Context: an optimization exercise on an open-source flow, tuned for small area. The choices shown serve that exercise and are no tape-out recipe. Only simulation tests tie the RTL to the original design; equivalence was not proved. Power figures rest on the tool's default switching activity, not on a simulated workload.

$ cat config.mk
export PLATFORM = sky130hd
export DESIGN_NAME = rv_pipe
export DESIGN_NICKNAME = rv_pipe
export VERILOG_FILES = /design/flow/design.v
export SDC_FILE = /design/flow/constraint.sdc
export NUM_CORES = 8
export LEC_CHECK = 0
export CAP_MARGIN = 20
export CORE_MARGIN = 2
export CORE_UTILIZATION = 40
export PLACE_DENSITY = 0.6
export SLEW_MARGIN = 20
$ cat constraint.sdc
create_clock -name core_clock -period 6.5 [get_ports {clk_i}]
set_input_delay 1.3000 -clock core_clock [delete_from_list [all_inputs] [get_ports {clk_i}]]
set_output_delay 1.3000 -clock core_clock [all_outputs]
set_load 0.01 [all_outputs]
$ cat design.v
`timescale 1ns/1ps
`default_nettype none
package rv_pipe_pkg;
    typedef struct packed {
        logic [6:0]                  funct7;
        logic [5-1:0]   rs2;
        logic [5-1:0]   rs1;
        logic [2:0]                  funct3;
        logic [5-1:0]   rd;
        logic [6:0]                  opcode;
    } inst_r_t;
    typedef struct packed {
        logic [11:0]                 imm12;
        logic [5-1:0]   rs1;
        logic [2:0]                  funct3;
        logic [5-1:0]   rd;
        logic [6:0]                  opcode;
    } inst_i_t;
    typedef struct packed {
        logic [19:0]                 imm20;
        logic [5-1:0]   rd;
        logic [6:0]                  opcode;
    } inst_u_t;
    typedef union packed {
        inst_r_t r;
        inst_i_t i;
        inst_u_t u;
    } rv_inst_u;
    typedef enum logic [3:0] {
        ALU_NOP    = 4'd0,
        ALU_ADD    = 4'd1,
        ALU_SUB    = 4'd2,
        ALU_SLL    = 4'd3,
        ALU_SLT    = 4'd4,
        ALU_SLTU   = 4'd5,
        ALU_XOR    = 4'd6,
        ALU_SRL    = 4'd7,
        ALU_SRA    = 4'd8,
        ALU_OR     = 4'd9,
        ALU_AND    = 4'd10,
        ALU_PASS_B = 4'd11    
    } alu_op_e;
    typedef struct packed {
        logic                        we;
        logic [5-1:0]   waddr;
        logic [32-1:0]         wdata;
    } reg_wr_t;
    typedef struct packed {
        alu_op_e                     alu_op;
        logic [32-1:0]         op1;
        logic [32-1:0]         op2;
        logic                        reg_we;
        logic [5-1:0]   reg_waddr;
    } id_exe_t;
endpackage
`default_nettype wire
`timescale 1ns/1ps
`default_nettype none
module rv_regfile (
    input  logic                        clk_i,
    input  logic                        arst_n_i,
    input  logic [5-1:0]   rd1_addr_i,
    input  logic                        rd1_en_i,
    input  logic [5-1:0]   rd2_addr_i,
    input  logic                        rd2_en_i,
    input  rv_pipe_pkg::reg_wr_t        wr_i,
    output logic [32-1:0]         rd1_data_o,
    output logic [32-1:0]         rd2_data_o
);
    logic [32-1:0] regs [32];
    always_ff @(posedge clk_i or negedge arst_n_i) begin
        if (!arst_n_i) begin
            for (int i = 0; i < 32; i++) begin
                regs[i] <= '0;
            end
        end else if (wr_i.we && wr_i.waddr != '0) begin   
            regs[wr_i.waddr] <= wr_i.wdata;
        end
    end
    function automatic logic [32-1:0] read_port(
        input logic                      en,
        input logic [5-1:0] addr
    );
        if (!en || addr == '0) begin
            read_port = '0;
        end else if (wr_i.we && wr_i.waddr == addr) begin
            read_port = wr_i.wdata;
        end else begin
            read_port = regs[addr];
        end
    endfunction
    always_comb begin
        rd1_data_o = read_port(rd1_en_i, rd1_addr_i);
        rd2_data_o = read_port(rd2_en_i, rd2_addr_i);
    end
endmodule
`default_nettype wire
`timescale 1ns/1ps
`default_nettype none
module rv_decode (
    input  logic                        clk_i,
    input  logic                        arst_n_i,
    input  logic                        inst_valid_i,
    input  logic [32-1:0]         inst_addr_i,
    input  rv_pipe_pkg::rv_inst_u       inst_i,
    input  logic [32-1:0]         rd1_data_i,
    input  logic [32-1:0]         rd2_data_i,
    input  rv_pipe_pkg::reg_wr_t        exe_fwd_i,
    input  rv_pipe_pkg::reg_wr_t        mem_fwd_i,
    output logic [5-1:0]   rd1_addr_o,
    output logic                        rd1_en_o,
    output logic [5-1:0]   rd2_addr_o,
    output logic                        rd2_en_o,
    output rv_pipe_pkg::id_exe_t        id_exe_o
);
    logic                  valid_q;
    rv_pipe_pkg::rv_inst_u              inst_q;
    logic [32-1:0]   addr_q;
    rv_pipe_pkg::alu_op_e               alu_op;
    logic [32-1:0]   imm;
    logic                  op1_is_pc;   
    logic                  reg_we;
    always_ff @(posedge clk_i or negedge arst_n_i) begin
        if (!arst_n_i) begin
            valid_q <= 1'b0;
        end else begin
            valid_q <= inst_valid_i;   
        end
    end
    always_ff @(posedge clk_i) begin
        if (inst_valid_i) begin
            inst_q <= inst_i;
            addr_q <= inst_addr_i;
        end
    end
    function automatic rv_pipe_pkg::alu_op_e base_op(input logic [2:0] funct3);
        case (funct3)
            3'b000: base_op = rv_pipe_pkg::ALU_ADD;
            3'b001:     base_op = rv_pipe_pkg::ALU_SLL;
            3'b010:     base_op = rv_pipe_pkg::ALU_SLT;
            3'b011:    base_op = rv_pipe_pkg::ALU_SLTU;
            3'b100:     base_op = rv_pipe_pkg::ALU_XOR;
            3'b101: base_op = rv_pipe_pkg::ALU_SRL;
            3'b110:      base_op = rv_pipe_pkg::ALU_OR;
            default:        base_op = rv_pipe_pkg::ALU_AND;
        endcase
    endfunction
    function automatic logic [32-1:0] fwd_operand(
        input logic                      en,
        input logic [5-1:0] addr,
        input logic [32-1:0]       rdata,
        input logic [32-1:0]       imm_val,
        input rv_pipe_pkg::reg_wr_t                   exe,
        input rv_pipe_pkg::reg_wr_t                   mem
    );
        if (!en) begin
            fwd_operand = imm_val;
        end else if (addr == '0) begin
            fwd_operand = rdata;   
        end else if (exe.we && exe.waddr == addr) begin
            fwd_operand = exe.wdata;
        end else if (mem.we && mem.waddr == addr) begin
            fwd_operand = mem.wdata;
        end else begin
            fwd_operand = rdata;
        end
    endfunction
    always_comb begin
        alu_op    = rv_pipe_pkg::ALU_NOP;
        rd1_en_o  = 1'b0;
        rd2_en_o  = 1'b0;
        op1_is_pc = 1'b0;
        imm       = {{(32-12){inst_q.i.imm12[11]}}, inst_q.i.imm12};
        if (valid_q) begin
            case (inst_q.r.opcode)
                7'b0010011: begin
                    rd1_en_o = 1'b1;
                    alu_op   = base_op(inst_q.i.funct3);
                    if (inst_q.i.funct3 == 3'b001 && inst_q.r.funct7 != 7'b0000000) begin
                        alu_op = rv_pipe_pkg::ALU_NOP;
                    end else if (inst_q.i.funct3 == 3'b101) begin
                        if (inst_q.r.funct7 == 7'b0100000) begin
                            alu_op = rv_pipe_pkg::ALU_SRA;
                        end else if (inst_q.r.funct7 != 7'b0000000) begin
                            alu_op = rv_pipe_pkg::ALU_NOP;
                        end
                    end
                end
                7'b0110011: begin
                    rd1_en_o = 1'b1;
                    rd2_en_o = 1'b1;
                    if (inst_q.r.funct7 == 7'b0000000) begin
                        alu_op = base_op(inst_q.r.funct3);
                    end else if (inst_q.r.funct7 == 7'b0100000) begin
                        case (inst_q.r.funct3)
                            3'b000: alu_op = rv_pipe_pkg::ALU_SUB;
                            3'b101: alu_op = rv_pipe_pkg::ALU_SRA;
                            default:        alu_op = rv_pipe_pkg::ALU_NOP;
                        endcase
                    end
                end
                7'b0110111: begin
                    alu_op = rv_pipe_pkg::ALU_PASS_B;
                    imm    = {inst_q.u.imm20, 12'b0};
                end
                7'b0010111: begin
                    alu_op    = rv_pipe_pkg::ALU_ADD;
                    imm       = {inst_q.u.imm20, 12'b0};
                    op1_is_pc = 1'b1;
                end
                default: alu_op = rv_pipe_pkg::ALU_NOP;
            endcase
            if (alu_op == rv_pipe_pkg::ALU_NOP) begin   
                rd1_en_o = 1'b0;
                rd2_en_o = 1'b0;
            end
        end
    end
    assign reg_we     = (alu_op != rv_pipe_pkg::ALU_NOP);
    assign rd1_addr_o = rd1_en_o ? inst_q.r.rs1 : '0;
    assign rd2_addr_o = rd2_en_o ? inst_q.r.rs2 : '0;
    always_comb begin
        id_exe_o.alu_op    = alu_op;
        id_exe_o.reg_we    = reg_we;
        id_exe_o.reg_waddr = reg_we ? inst_q.r.rd : '0;
        if (op1_is_pc) begin
            id_exe_o.op1 = addr_q;
        end else begin
            id_exe_o.op1 = fwd_operand(rd1_en_o, rd1_addr_o, rd1_data_i, imm,
                                       exe_fwd_i, mem_fwd_i);
        end
        id_exe_o.op2 = fwd_operand(rd2_en_o, rd2_addr_o, rd2_data_i, imm,
                                   exe_fwd_i, mem_fwd_i);
    end
endmodule
`default_nettype wire
`timescale 1ns/1ps
`default_nettype none
module rv_execute (
    input  logic                    clk_i,
    input  logic                    arst_n_i,
    input  rv_pipe_pkg::id_exe_t    id_exe_i,
    output rv_pipe_pkg::reg_wr_t    exe_fwd_o
);
    rv_pipe_pkg::alu_op_e                     alu_op_q;
    logic                        reg_we_q;
    logic [5-1:0]   reg_waddr_q;
    logic [32-1:0]         op1_q;
    logic [32-1:0]         op2_q;
    logic [4:0]                  shamt;
    logic [32-1:0]         result;
    always_ff @(posedge clk_i or negedge arst_n_i) begin
        if (!arst_n_i) begin
            alu_op_q <= rv_pipe_pkg::ALU_NOP;
            reg_we_q <= 1'b0;
        end else begin
            alu_op_q <= id_exe_i.alu_op;
            reg_we_q <= id_exe_i.reg_we;
        end
    end
    always_ff @(posedge clk_i) begin
        reg_waddr_q <= id_exe_i.reg_waddr;
        op1_q       <= id_exe_i.op1;
        op2_q       <= id_exe_i.op2;
    end
    assign shamt = op2_q[4:0];
    always_comb begin
        result = '0;
        case (alu_op_q)
            rv_pipe_pkg::ALU_ADD:    result = op1_q + op2_q;
            rv_pipe_pkg::ALU_SUB:    result = op1_q - op2_q;
            rv_pipe_pkg::ALU_SLL:    result = op1_q << shamt;
            rv_pipe_pkg::ALU_SLT:    result[0] = $signed(op1_q) < $signed(op2_q);
            rv_pipe_pkg::ALU_SLTU:   result[0] = op1_q < op2_q;
            rv_pipe_pkg::ALU_XOR:    result = op1_q ^ op2_q;
            rv_pipe_pkg::ALU_SRL:    result = op1_q >> shamt;
            rv_pipe_pkg::ALU_SRA:    result = $signed(op1_q) >>> shamt;
            rv_pipe_pkg::ALU_OR:     result = op1_q | op2_q;
            rv_pipe_pkg::ALU_AND:    result = op1_q & op2_q;
            rv_pipe_pkg::ALU_PASS_B: result = op2_q;
            default:    result = '0;   
        endcase
    end
    always_comb begin
        exe_fwd_o.we    = reg_we_q;
        exe_fwd_o.waddr = reg_waddr_q;
        exe_fwd_o.wdata = result;
    end
endmodule
`default_nettype wire
`timescale 1ns/1ps
`default_nettype none
module rv_retire (
    input  logic                    clk_i,
    input  logic                    arst_n_i,
    input  rv_pipe_pkg::reg_wr_t    exe_fwd_i,
    output rv_pipe_pkg::reg_wr_t    mem_fwd_o,
    output rv_pipe_pkg::reg_wr_t    wb_o
);
    always_ff @(posedge clk_i or negedge arst_n_i) begin
        if (!arst_n_i) begin
            mem_fwd_o <= '0;
            wb_o      <= '0;
        end else begin
            mem_fwd_o <= exe_fwd_i;
            wb_o      <= mem_fwd_o;   
        end
    end
endmodule
`default_nettype wire
`timescale 1ns/1ps
`default_nettype none
module rv_pipe_top (
    input  logic                    clk_i,
    input  logic                    arst_n_i,
    input  logic                    inst_valid_i,
    input  logic [32-1:0]     inst_addr_i,
    input  rv_pipe_pkg::rv_inst_u   inst_i,
    output rv_pipe_pkg::reg_wr_t    wb_o
);
    logic [5-1:0]   rd1_addr;
    logic                        rd1_en;
    logic [5-1:0]   rd2_addr;
    logic                        rd2_en;
    logic [32-1:0]         rd1_data;
    logic [32-1:0]         rd2_data;
    rv_pipe_pkg::id_exe_t                     id_exe;
    rv_pipe_pkg::reg_wr_t                     exe_fwd;
    rv_pipe_pkg::reg_wr_t                     mem_fwd;
    rv_decode u_decode (
        .clk_i        (clk_i),
        .arst_n_i     (arst_n_i),
        .inst_valid_i (inst_valid_i),
        .inst_addr_i  (inst_addr_i),
        .inst_i       (inst_i),
        .rd1_data_i   (rd1_data),
        .rd2_data_i   (rd2_data),
        .exe_fwd_i    (exe_fwd),
        .mem_fwd_i    (mem_fwd),
        .rd1_addr_o   (rd1_addr),
        .rd1_en_o     (rd1_en),
        .rd2_addr_o   (rd2_addr),
        .rd2_en_o     (rd2_en),
        .id_exe_o     (id_exe)
    );
    rv_regfile u_regfile (
        .clk_i      (clk_i),
        .arst_n_i   (arst_n_i),
        .rd1_addr_i (rd1_addr),
        .rd1_en_i   (rd1_en),
        .rd2_addr_i (rd2_addr),
        .rd2_en_i   (rd2_en),
        .wr_i       (wb_o),
        .rd1_data_o (rd1_data),
        .rd2_data_o (rd2_data)
    );
    rv_execute u_execute (
        .clk_i     (clk_i),
        .arst_n_i  (arst_n_i),
        .id_exe_i  (id_exe),
        .exe_fwd_o (exe_fwd)
    );
    rv_retire u_retire (
        .clk_i     (clk_i),
        .arst_n_i  (arst_n_i),
        .exe_fwd_i (exe_fwd),
        .mem_fwd_o (mem_fwd),
        .wb_o      (wb_o)
    );
endmodule
`default_nettype wire
`timescale 1ns/1ps
`default_nettype none
module rv_pipe (
    input  logic                        clk_i,
    input  logic                        arst_n_i,
    input  logic                        inst_valid_i,
    input  logic [32-1:0]         inst_addr_i,
    input  logic [32-1:0]         inst_i,
    output logic                        wb_we_o,
    output logic [5-1:0]   wb_waddr_o,
    output logic [32-1:0]         wb_wdata_o
);
    rv_pipe_pkg::reg_wr_t wb;
    rv_pipe_top u_top (
        .clk_i        (clk_i),
        .arst_n_i     (arst_n_i),
        .inst_valid_i (inst_valid_i),
        .inst_addr_i  (inst_addr_i),
        .inst_i       (inst_i),
        .wb_o         (wb)
    );
    assign wb_we_o    = wb.we;
    assign wb_waddr_o = wb.waddr;
    assign wb_wdata_o = wb.wdata;
endmodule
`default_nettype wire
$ cat run.sh
#!/bin/bash
# synth_recipe.tcl (not shown) runs the flow's synth.tcl, then flattens the netlist and writes it again
# the make line also repeats each setting of config.mk as NAME=value (left out here)
make -C /OpenROAD-flow-scripts/flow DESIGN_CONFIG=/design/flow/config.mk WORK_HOME=/design/flow/orfs CLKGATE_MAP_FILE= SYNTH_SCRIPT=/design/flow/synth_recipe.tcl finish
==> notes.md <==
-- Yosys cell counts (116+ instances only) --
cell,number,area [um2]
mux2_2,1008,11350
o21ai_0,191,955.9
a22o_1,121,1060
dfrtp_1,1106,27680
nor2_1,274,1028
a21oi_1,185,925.9
a22oi_1,601,4512
a221oi_1,145,1270
nand2_1,394,1479
nor3_1,116,580.6
nand3_1,129,645.6
inv_1,120,450.4
clkbuf_1,390,1464
-- how the worst min path moves through the flow --
stage | start | to
6_report | u_top.u_execute.reg_waddr_q[1] | u_top.u_retire.mem_fwd_o[33]
5_1_grt | u_top.u_execute.reg_waddr_q[1] | u_top.u_retire.mem_fwd_o[33]
4_1_cts | u_top.u_retire.mem_fwd_o[30] | u_top.u_retire.wb_o[30]
3_5_place_dp | u_top.u_execute.reg_waddr_q[1] | u_top.u_retire.mem_fwd_o[33]
3_3_place_gp | u_top.u_execute.reg_waddr_q[1] | u_top.u_retire.mem_fwd_o[33]
2_1_floorplan | u_top.u_execute.reg_waddr_q[1] | u_top.u_retire.mem_fwd_o[33]
-- layout by cell type, fill, tap and decap left out, types with 24 or more instances in the layout --
cell type | synthesis | layout
mux4_2 | 40 | 40
nand4_1 | 108 | 108
clkdlybuf4s50_1 | 0 | 102
o211ai_1 | 33 | 33
nand3_1 | 129 | 125
a22o_1 | 121 | 121
nand2_1 | 394 | 382
nor3_1 | 116 | 91
a211oi_1 | 36 | 35
and3_1 | 61 | 53
a31oi_1 | 33 | 33
ha_1 | 103 | 103
diode_2 | 0 | 29
clkbuf_16 | 0 | 144
edfxtp_1 | 64 | 64
nor4_1 | 42 | 41
a21oi_1 | 185 | 185
xnor2_1 | 27 | 27
inv_1 | 120 | 120
mux2i_1 | 77 | 77
a22oi_1 | 601 | 601
clkinv_2 | 0 | 24
nor3_4 | 6 | 28
buf_4 | 9 | 318
mux2_2 | 1008 | 1008
a222oi_1 | 104 | 104
or3_1 | 32 | 30
dfxtp_1 | 69 | 64
a221oi_1 | 145 | 145
o21ai_0 | 191 | 190
clkbuf_8 | 0 | 24
dfrtp_1 | 1106 | 1106
nor2_1 | 274 | 252
buf_12 | 0 | 25
o22ai_1 | 24 | 24
o31ai_1 | 37 | 37
clkbuf_1 | 390 | 28
-- power groups by stage --
stage / Sequential [uW] / Clock, uW / Combinational [uW]
5_1_grt: 8100 / 8890 / 2140
3_5_place_dp: 8230 / 0 / 1950
3_3_place_gp: 8230 / 0 / 1950
6_report: 8110 / 8580 / 2060
4_1_cts: 8090 / 8570 / 1960
2_1_floorplan: 8090 / 0 / 1080
-- state kept, by name (all words and copies together), names as in the netlist --
register and cells:
u_top.u_execute.alu_op_q 4, u_top.u_regfile.regs 1024, u_top.u_execute.reg_we_q 1, u_top.u_execute.op2_q 32, u_top.u_retire.wb_o 38, u_top.u_retire.mem_fwd_o 38
u_top.u_decode.inst_q 32, u_top.u_decode.valid_q 1, u_top.u_execute.op1_q 32, u_top.u_execute.reg_waddr_q 5, u_top.u_decode.addr_q 32
-- metrics by stage --
stage               power, uW  area (um2)  hold slack (ns)  setup slack, ns
detailed placement      10180       73350           0.3396           0.2889
global placement        10180       73310           0.3434           0.2580
global route            19140       78420           0.3760           0.2476
floorplan                9172       68540           0.3322            1.838
CTS                     18620       78350           0.3574           0.3061
finish                  18750       78470           0.3534           0.2764
-- worst max-delay path: stages (launching register included) --
cell and delay, ns:
edfxtp_1 0.39, nor4bb_1 0.63, nand3_1 0.50, o32a_1 0.55
a41oi_4 0.89, nand2_1 0.11, o2bb2ai_1 0.20, a211oi_4 0.51
buf_4 0.33, nand2b_1 0.63, nor2_1 0.38, a221oi_1 0.77
o31ai_1 0.17
-- metal layers --
metal / wire length [um] / GRT usage (%) / up-vias
met1: 130000 / 49.58 / 32890
met5: 833 / 2.334 / -
met3: 60090 / 21.64 / 2470
li1: - / - / 24440
met4: 43820 / 35.63 / 35
met2: 152300 / 59.16 / 6858
-- cell families after synthesis --
kind of cell / count (synthesis)
muxes: 1125
adders and majority gates: 106
xor gates and xnor gates: 33
AOI/OAI and AO/OA: 1797
DFF: 1239
and+or+nand+nor: 1300
buffers and inverters: 735
-- final cells by class --
type / instances / area share, %
Multi-Input combinational cell: 4361 / 44.83
Sequential cell: 1239 / 39.49
Clock buffer: 196 / 5.147
Timing Repair Buffer: 449 / 5.059
Tap cell: 2218 / 3.536
Clock inverter: 64 / 1.232
Inverter: 127 / 0.6075
Antenna cell: 29 / 0.09248
==> flow_summary.ini <==
[outcome]
outcome = no timing/DRC/antenna violations

[power]
clkPwrFrac_pct = 45.8
netSwitchingFraction_pct = 28.74
p_int_uw = 13360
pwr-share-comb_pct = 11.0
p_switching_uw = 5389
power.density_mw_per_mm2 = 238.9
p_leak_uw = 0.03505
power_frac_seq_pct = 43.3
vdd_drop_max_v = 0.0002021

[layout]
fill_cells = 15570
area_growth_pct = 14.49
multi_input_area_mm2 = 0.03518
fin_cells = 8683
finalNetCount = 6493
register_area_mm2 = 0.03099
utilization_pct = 46.20
drive_gt1_share_pct = 27.58

[sta]
relSlewSlack_pct = 8.891
worst_pin_slew_ns = 1.352
setup_viol = 0
fin_skew_ns = 0.07158
tns_ns = 0
fin_crit_ns = 6.224
rsz0062_at_grt = no
max_freq_mhz = 160.7
timing.final.crit_share_pct = 95.75
slew_viol_final = 0
hold_viol_final = 0

[die]
die_w_um = 418.0
rows = 151
core_area_mm2 = 0.1698
start_util_pct = 40.35
die_h_um = 418.0
num_io_pins = 105
dieArea_mm2 = 0.1747

[setup_path]
r2r-start = u_top.u_decode.inst_q[3]
startpoint = u_top.u_decode.inst_q[3]
crit_arrival_ns = 6.89
critical_path_peak_fanout = 15
cp-endpoint = u_top.u_execute.op1_q[9]
r2r.worst_path.cells = 12
crit_type = reg2reg
r2r_slack_ns = 0.28
r2r_end = u_top.u_execute.op1_q[9]
worstSetupEndpointType = flip-flop
start_kind = flip-flop
cp_data_required_time_ns = 7.16

[yosys]
synth_flop_cell = dfrtp_1
synth.area.mux_share_pct = 19.00
syn_nets = 6507
ys_warn_count = 5
synth_edf_count = 64
synth-xor-area-share_pct = 0.4217
synth_cell_types = 99
synth_compound_area_share_pct = 19.64
async_flop_share_pct = 89.27
ys_seq_area_share_pct = 45.20
synth-simple-area-share_pct = 9.447
synth_top_family_by_area = compound AO/OA/AOI/OAI gates
synth_adder_area_share_pct = 1.955
syn-instance-count = 6335
syn-mean-instance-area_um2 = 10.82
ys_seq_elements = 1239
netlist_area_mm2 = 0.06854

[clock_tree]
clk_pin_slew_ns = 0.06
numCtsBuffers = 143
clk_latency_ns = 0.85
root_buffer = clkbuf_16
clock_path_buffers = 3
cts_tree = yes
cts_num_sinks = 1239
htree_levels = 4
cts_resized = 0
cts_setup_buffers = 0
holdBufCountCts = 0

[placement]
hpwl_um = 250200
port-buffer-count = 104
dp.cells = 8392
gp_congestion = 1.087

[grt]
grt-ovfl-total = 0
antenna_found_initial = 37
grt_pass1_wl_um = 522900
grt_pass1_vias = 62640
grt.total_usage_pct = 43.04
grt_max_degree = 178

[route]
num_vias = 66690
drc_errors = 0
via_per_inst = 7.680
drt_iter0_drc = 14850
wl_per_cell_um = 44.57
first_pass_iters = 20
drt-total-wl_um = 387000
antenna_left = 0

[job]
drv_cap = 0

[worst_hold_path]
hp-class = reg2reg
worstHoldPathCells = 0

## port drivers added, routing unchanged
In the flow no input, the clock included, has a driving cell. The finished layout below was timed again as built, in two steps. Step 1 assumes that a clkbuf_16 drives the clock port and a buf_2 every other input. Step 2, shift: input delay + t, output delay - t, t = (earliest + latest rising clock arrival at the registers) / 2. This alone moves slack from input paths to output paths. Three values: no drivers, after step 1, after step 2; two values: the first two.
t, ns: 0.899
setup slack, ns: 0.276 / 0.276 / 0.276
worst data-port slew with drivers (ns): 0.09
After both steps setup and hold are still met in this run. For this run, drivers alone change the setup slack by 0.000 ns; drivers and shift together by 0.000 ns.
